This is an optimization exercise on Yosys and OpenROAD, whose aim is small area and a short achievable clock period, not a production implementation.
RTL that was checked went through simulation tests only; none was proved equivalent to the original.
Power is estimated from default activity; no workload was simulated.

==> 06-20: inputs <==
==> flow/design.v <==
package branch_target_cache_pkg;
    localparam int DEF_ADDR_W    = 64;
    localparam int DEF_NUM_ENTRY = 16;
    typedef logic [DEF_ADDR_W-3:0] red_addr_t;
endpackage
module btc_eq #(
    parameter int W = 62
) (
    input  logic [W-1:0] a,
    input  logic [W-1:0] b,
    output logic         eq
);
    assign eq = (a == b);
endmodule
module btc_sel #(
    parameter int N = 16,
    parameter int W = 62
) (
    input  logic [N-1:0]   sel,
    input  logic [N*W-1:0] data,
    output logic [W-1:0]   out
);
    always_comb begin
        out = '0;
        for (int i = 0; i < N; i++)
            out = out | (sel[i] ? data[i*W +: W] : '0);
    end
endmodule
module branch_target_cache #(
    parameter int ADDR_W    = branch_target_cache_pkg::DEF_ADDR_W,
    parameter int NUM_ENTRY = branch_target_cache_pkg::DEF_NUM_ENTRY
) (
    input  logic                           clk_i,
    input  logic                           arst_i,
    input  logic                           flush_i,
    input  logic [ADDR_W-1:0]              pc_i,
    input  logic                           upd_valid_i,
    input  logic [ADDR_W-1:0]              upd_current_i,
    input  logic [ADDR_W-1:0]              upd_next_i,
    output logic                           hit_o,
    output logic [ADDR_W-1:0]              target_o,
    output logic                           alloc_o,
    output logic                           evict_o,
    output logic [$clog2(NUM_ENTRY+1)-1:0] count_o
);
    localparam int TW = ADDR_W - 2;
    localparam int N  = NUM_ENTRY;
    localparam int IW = $clog2(NUM_ENTRY);
    localparam int CW = $clog2(NUM_ENTRY + 1);
    logic [TW-1:0] tags    [N];
    logic [TW-1:0] targets [N];
    logic [N-1:0]  valid;
    logic [IW-1:0] victim;
    logic [CW-1:0] count;
    logic [TW-1:0] pc_tag, upd_tag, nxt_tag;
    logic [N-1:0]  pc_match, upd_match, free_oh, victim_oh, wsel;
    logic          match_any, all_valid, bypass, seq_ok, redirect, sequential;
    logic          hit_any, hit_sel, bp_sel;
    logic [TW-1:0] hit_tgt;
    logic [ADDR_W-1:0] pc_p4;
    logic [TW-1:0] cin;
    assign pc_tag  = pc_i[ADDR_W-1:2];
    assign upd_tag = upd_current_i[ADDR_W-1:2];
    assign nxt_tag = upd_next_i[ADDR_W-1:2];
    assign pc_p4   = pc_i + ADDR_W'(4);
    assign cin = nxt_tag ^ upd_tag;
    always_comb begin
        seq_ok = (upd_next_i[1:0] == upd_current_i[1:0]) && cin[0];
        for (int i = 1; i < TW; i++)
            seq_ok = seq_ok && (cin[i] == (upd_tag[i-1] && cin[i-1]));
    end
    assign redirect   = upd_valid_i && !seq_ok;
    assign sequential = upd_valid_i && seq_ok;
    assign bypass     = upd_valid_i && (upd_tag == pc_tag);
    logic [N-1:0] pc_eq, upd_eq;
    for (genvar i = 0; i < N; i++) begin : g_cmp
        btc_eq #(.W(TW)) u_pc  (.a(tags[i]), .b(pc_tag),  .eq(pc_eq[i]));
        btc_eq #(.W(TW)) u_upd (.a(tags[i]), .b(upd_tag), .eq(upd_eq[i]));
    end
    assign pc_match  = valid & pc_eq;
    assign upd_match = valid & upd_eq;
    assign match_any = |upd_match;
    assign all_valid = &valid;
    assign hit_any   = |pc_match;
    always_comb begin
        for (int i = 0; i < N; i++) begin
            free_oh[i]   = !valid[i] && ((valid & ((N'(1) << i) - N'(1))) == ((N'(1) << i) - N'(1)));
            victim_oh[i] = (victim == IW'(i));
        end
    end
    assign wsel = match_any ? upd_match : (all_valid ? victim_oh : free_oh);
    logic [N*TW-1:0] tgt_flat;
    for (genvar i = 0; i < N; i++) begin : g_flat
        assign tgt_flat[i*TW +: TW] = targets[i];
    end
    btc_sel #(.N(N), .W(TW)) u_sel (.sel(pc_match), .data(tgt_flat), .out(hit_tgt));
    assign bp_sel  = !arst_i && bypass && redirect;
    assign hit_sel = !arst_i && !bypass && hit_any;
    assign hit_o    = bp_sel || hit_sel;
    assign target_o = bp_sel  ? {nxt_tag, 2'b00} :
                      hit_sel ? {hit_tgt, 2'b00} : pc_p4;
    assign alloc_o  = !arst_i && redirect;
    assign evict_o  = alloc_o && !match_any && all_valid;
    assign count_o  = count;
    always_ff @(posedge clk_i or posedge arst_i) begin
        if (arst_i) begin
            valid  <= '0;
            count  <= '0;
            victim <= '0;
        end else if (flush_i) begin
            valid  <= '0;
            count  <= '0;
            victim <= '0;
        end else begin
            valid <= (valid & ~(sequential ? upd_match : '0)) | (redirect ? wsel : '0);
            if (redirect && !match_any && !all_valid)
                count <= count + CW'(1);
            else if (sequential && match_any)
                count <= count - CW'(1);
            if (redirect && !match_any && all_valid)
                victim <= victim + IW'(1);
        end
    end
    always_ff @(posedge clk_i) begin
        for (int i = 0; i < N; i++) begin
            if (redirect && wsel[i]) begin
                tags[i]    <= upd_tag;
                targets[i] <= nxt_tag;
            end
        end
    end
endmodule
==> flow/run.sh <==
#!/bin/bash
# synth_recipe.tcl (not shown) runs the flow's synth.tcl, then flattens the netlist and writes it again
# the make line also repeats each setting of config.mk as NAME=value (left out here)
make -C /OpenROAD-flow-scripts/flow DESIGN_CONFIG=/design/flow/config.mk WORK_HOME=/design/flow/orfs CLKGATE_MAP_FILE= SYNTH_SCRIPT=/design/flow/synth_recipe.tcl finish
==> flow/config.mk <==
export PLATFORM = sky130hd
export DESIGN_NAME = branch_target_cache
export DESIGN_NICKNAME = branch_target_cache
export VERILOG_FILES = /design/flow/design.v
export SDC_FILE = /design/flow/constraint.sdc
export NUM_CORES = 4
export LEC_CHECK = 0
export CAP_MARGIN = 20
export CORE_MARGIN = 2
export CORE_UTILIZATION = 35
export SETUP_SLACK_MARGIN = 5
export SLEW_MARGIN = 20
export SYNTH_HIERARCHICAL = 1
==> flow/constraint.sdc <==
create_clock -name core_clock -period 15.0 [get_ports {clk_i}]
set_input_delay 3.0000 -clock core_clock [delete_from_list [all_inputs] [get_ports {clk_i}]]
set_output_delay 3.0000 -clock core_clock [all_outputs]
set_load 0.01 [all_outputs]
==> 10-25: changes against 06-20 <==
--- a/flow/design.v
+++ b/flow/design.v
@@ -14,3 +14,18 @@
 endmodule
-module btc_sel #(
+module btc_inc_eq #(
+    parameter int W = 62
+) (
+    input  logic [W-1:0] c,
+    input  logic [W-1:0] n,
+    output logic         eq
+);
+    logic [W-1:0] cin;
+    assign cin = n ^ c;
+    always_comb begin
+        eq = cin[0];
+        for (int i = 1; i < W; i++)
+            eq = eq && (cin[i] == (c[i-1] && cin[i-1]));
+    end
+endmodule
+module btc_lookup #(
     parameter int N = 16,
@@ -18,11 +33,45 @@
 ) (
-    input  logic [N-1:0]   sel,
-    input  logic [N*W-1:0] data,
-    output logic [W-1:0]   out
+    input  logic [N-1:0]   match,      
+    input  logic [N*W-1:0] data,       
+    input  logic           lookup_ok,  
+    input  logic           bp,         
+    input  logic           bp_hit,     
+    input  logic [W-1:0]   bp_tgt,
+    input  logic [W+1:0]   pc_p4,
+    input  logic [1:0]     pc_lo,
+    output logic           hit,
+    output logic [W+1:0]   target
 );
+    logic [W-1:0] hit_tgt;
+    logic         hit_any, p4_sel;
     always_comb begin
-        out = '0;
+        hit_tgt = '0;
         for (int i = 0; i < N; i++)
-            out = out | (sel[i] ? data[i*W +: W] : '0);
+            hit_tgt = hit_tgt | (match[i] ? data[i*W +: W] : '0);
     end
+    assign hit_any = (|match) && lookup_ok;
+    assign p4_sel  = !hit_any && !bp;
+    assign hit     = hit_any || bp_hit;
+    assign target  = {(lookup_ok ? hit_tgt : '0) | (bp ? bp_tgt : '0) |
+                      (p4_sel ? pc_p4[W+1:2] : '0),
+                      hit ? 2'b00 : pc_lo};
+endmodule
+module btc_update #(
+    parameter int N = 16
+) (
+    input  logic [N-1:0] eq,         
+    input  logic [N-1:0] valid,
+    input  logic         redirect,
+    input  logic         arst,
+    output logic [N-1:0] match,
+    output logic         match_any,
+    output logic         all_valid,
+    output logic         alloc,
+    output logic         evict
+);
+    assign match     = valid & eq;
+    assign match_any = |match;
+    assign all_valid = &valid;
+    assign alloc     = !arst && redirect;
+    assign evict     = alloc && !match_any && all_valid;
 endmodule
@@ -55,8 +104,7 @@
     logic [TW-1:0] pc_tag, upd_tag, nxt_tag;
-    logic [N-1:0]  pc_match, upd_match, free_oh, victim_oh, wsel;
-    logic          match_any, all_valid, bypass, seq_ok, redirect, sequential;
-    logic          hit_any, hit_sel, bp_sel;
-    logic [TW-1:0] hit_tgt;
+    logic [N-1:0]  pc_eq, upd_eq, upd_match, free_oh, victim_oh, wsel;
+    logic          match_any, all_valid, bp_eq, tag_inc, seq_ok, redirect, sequential;
+    logic          lookup_ok, bp;
     logic [ADDR_W-1:0] pc_p4;
-    logic [TW-1:0] cin;
+    logic [N*TW-1:0]   tgt_flat;
     assign pc_tag  = pc_i[ADDR_W-1:2];
@@ -65,12 +113,6 @@
     assign pc_p4   = pc_i + ADDR_W'(4);
-    assign cin = nxt_tag ^ upd_tag;
-    always_comb begin
-        seq_ok = (upd_next_i[1:0] == upd_current_i[1:0]) && cin[0];
-        for (int i = 1; i < TW; i++)
-            seq_ok = seq_ok && (cin[i] == (upd_tag[i-1] && cin[i-1]));
-    end
+    btc_inc_eq #(.W(TW)) u_seq (.c(upd_tag), .n(nxt_tag), .eq(tag_inc));
+    assign seq_ok     = tag_inc && (upd_next_i[1:0] == upd_current_i[1:0]);
     assign redirect   = upd_valid_i && !seq_ok;
     assign sequential = upd_valid_i && seq_ok;
-    assign bypass     = upd_valid_i && (upd_tag == pc_tag);
-    logic [N-1:0] pc_eq, upd_eq;
     for (genvar i = 0; i < N; i++) begin : g_cmp
@@ -78,8 +120,31 @@
         btc_eq #(.W(TW)) u_upd (.a(tags[i]), .b(upd_tag), .eq(upd_eq[i]));
+        assign tgt_flat[i*TW +: TW] = targets[i];
     end
-    assign pc_match  = valid & pc_eq;
-    assign upd_match = valid & upd_eq;
-    assign match_any = |upd_match;
-    assign all_valid = &valid;
-    assign hit_any   = |pc_match;
+    btc_eq #(.W(TW)) u_bp (.a(upd_tag), .b(pc_tag), .eq(bp_eq));
+    assign bp        = !arst_i && upd_valid_i && bp_eq;
+    assign lookup_ok = !arst_i && !(upd_valid_i && bp_eq);
+    btc_lookup #(.N(N), .W(TW)) u_lookup (
+        .match     (valid & pc_eq),
+        .data      (tgt_flat),
+        .lookup_ok (lookup_ok),
+        .bp        (bp),
+        .bp_hit    (bp && redirect),
+        .bp_tgt    (nxt_tag),
+        .pc_p4     (pc_p4),
+        .pc_lo     (pc_i[1:0]),
+        .hit       (hit_o),
+        .target    (target_o)
+    );
+    btc_update #(.N(N)) u_update (
+        .eq        (upd_eq),
+        .valid     (valid),
+        .redirect  (redirect),
+        .arst      (arst_i),
+        .match     (upd_match),
+        .match_any (match_any),
+        .all_valid (all_valid),
+        .alloc     (alloc_o),
+        .evict     (evict_o)
+    );
+    assign count_o = count;
     always_comb begin
@@ -91,15 +156,2 @@
     assign wsel = match_any ? upd_match : (all_valid ? victim_oh : free_oh);
-    logic [N*TW-1:0] tgt_flat;
-    for (genvar i = 0; i < N; i++) begin : g_flat
-        assign tgt_flat[i*TW +: TW] = targets[i];
-    end
-    btc_sel #(.N(N), .W(TW)) u_sel (.sel(pc_match), .data(tgt_flat), .out(hit_tgt));
-    assign bp_sel  = !arst_i && bypass && redirect;
-    assign hit_sel = !arst_i && !bypass && hit_any;
-    assign hit_o    = bp_sel || hit_sel;
-    assign target_o = bp_sel  ? {nxt_tag, 2'b00} :
-                      hit_sel ? {hit_tgt, 2'b00} : pc_p4;
-    assign alloc_o  = !arst_i && redirect;
-    assign evict_o  = alloc_o && !match_any && all_valid;
-    assign count_o  = count;
     always_ff @(posedge clk_i or posedge arst_i) begin
==> flow/flow/run.sh (new file) <==
#!/bin/bash
set -euo pipefail
PB="BUFFER_PORTS_ARGS=-buffer_cell sky130_fd_sc_hd__buf_4"
bash standard.sh SETUP_SLACK_MARGIN=6 "$PB" cts > make_cts.log 2>&1
bash standard.sh SETUP_SLACK_MARGIN=4 "$PB" finish > make_finish.log 2>&1
==> flow/standard.sh (new file) <==
#!/bin/bash
# synth_recipe.tcl (not shown) runs the flow's synth.tcl, then flattens the netlist and writes it again
# the make line also repeats each setting of config.mk as NAME=value (left out here)
make -C /OpenROAD-flow-scripts/flow DESIGN_CONFIG=/design/flow/config.mk WORK_HOME=/design/flow/orfs CLKGATE_MAP_FILE= SYNTH_SCRIPT=/design/flow/synth_recipe.tcl "${@:-finish}"
CORE_UTILIZATION = 60   (was 35)
CTS_BUF_LIST = sky130_fd_sc_hd__clkbuf_16   (was unset)
CTS_CLUSTER_DIAMETER = 80   (was unset)
CTS_CLUSTER_SIZE = 25   (was unset)
PLACE_DENSITY = 0.8   (was unset)
SETUP_SLACK_MARGIN = unset   (was 5)
removed: flow/run.sh
==> 12-10: changes against 06-20 <==
--- a/flow/design.v
+++ b/flow/design.v
@@ -5,25 +5,2 @@
 endpackage
-module btc_eq #(
-    parameter int W = 62
-) (
-    input  logic [W-1:0] a,
-    input  logic [W-1:0] b,
-    output logic         eq
-);
-    assign eq = (a == b);
-endmodule
-module btc_sel #(
-    parameter int N = 16,
-    parameter int W = 62
-) (
-    input  logic [N-1:0]   sel,
-    input  logic [N*W-1:0] data,
-    output logic [W-1:0]   out
-);
-    always_comb begin
-        out = '0;
-        for (int i = 0; i < N; i++)
-            out = out | (sel[i] ? data[i*W +: W] : '0);
-    end
-endmodule
 module branch_target_cache #(
@@ -74,9 +51,8 @@
     assign bypass     = upd_valid_i && (upd_tag == pc_tag);
-    logic [N-1:0] pc_eq, upd_eq;
-    for (genvar i = 0; i < N; i++) begin : g_cmp
-        btc_eq #(.W(TW)) u_pc  (.a(tags[i]), .b(pc_tag),  .eq(pc_eq[i]));
-        btc_eq #(.W(TW)) u_upd (.a(tags[i]), .b(upd_tag), .eq(upd_eq[i]));
+    always_comb begin
+        for (int i = 0; i < N; i++) begin
+            pc_match[i]  = valid[i] && (tags[i] == pc_tag);
+            upd_match[i] = valid[i] && (tags[i] == upd_tag);
+        end
     end
-    assign pc_match  = valid & pc_eq;
-    assign upd_match = valid & upd_eq;
     assign match_any = |upd_match;
@@ -91,7 +67,7 @@
     assign wsel = match_any ? upd_match : (all_valid ? victim_oh : free_oh);
-    logic [N*TW-1:0] tgt_flat;
-    for (genvar i = 0; i < N; i++) begin : g_flat
-        assign tgt_flat[i*TW +: TW] = targets[i];
+    always_comb begin
+        hit_tgt = '0;
+        for (int i = 0; i < N; i++)
+            hit_tgt = hit_tgt | (pc_match[i] ? targets[i] : '0);
     end
-    btc_sel #(.N(N), .W(TW)) u_sel (.sel(pc_match), .data(tgt_flat), .out(hit_tgt));
     assign bp_sel  = !arst_i && bypass && redirect;
SYNTH_HIERARCHICAL = unset   (was 1)
==> run summary <==
- 06-20 completed without violations. 10-25 ran to the end with no violations. 12-10 produced a clean layout.
- Non-clock buffer count, lowest first: 10-25, 06-20, 12-10.
- Worst hold slack, lowest first: 12-10, 10-25, 06-20.
- In 12-10 the routed wire length is larger than in 10-25, by about 80%.
- Combinational power: 12-10 is larger than 10-25 (about 70%).
- Clock power: 12-10 > 06-20 > 10-25.
- Against 06-20, the via count of 12-10 is larger by 25%.
- Clock skew, lowest first: 10-25, 12-10, 06-20.
Only the layout flow was run in 06-20 and 12-10; the RTL was not checked for function there.

[port drivers added, routing unchanged]
The results above use ideal ports. As a check the final layouts listed here were re-extracted and re-timed, cells and wires unchanged. Step 1 (the two cells are an assumption about what drives the block):
set clk [get_ports {clk_i}]
set_driving_cell -lib_cell sky130_fd_sc_hd__clkbuf_16 $clk
set_driving_cell -lib_cell sky130_fd_sc_hd__buf_2 [delete_from_list [all_inputs] $clk]
Step 2 moves the port delays by t, midway between the first and last clock arrival at a register: inputs arrive t later, outputs are due t later. That takes back most of the time a late clock gives input paths. a / b / c = ideal ports / drivers / drivers and shift; a / b = the first two.
run | t, ns | setup slack, ns | worst slew at a driven data input, ns
06-20 | 0.963 | 4.729 / 4.693 / 4.693 | 0.18
10-25 | 0.863 | 5.541 / 5.380 / 5.380 | 0.28
12-10 | 0.992 | 4.725 / 4.683 / 4.683 | 0.16
After both steps every run listed still meets setup and hold. For 10-25, which loses most, drivers alone change the setup slack by -0.161 ns; drivers and shift together by -0.161 ns.
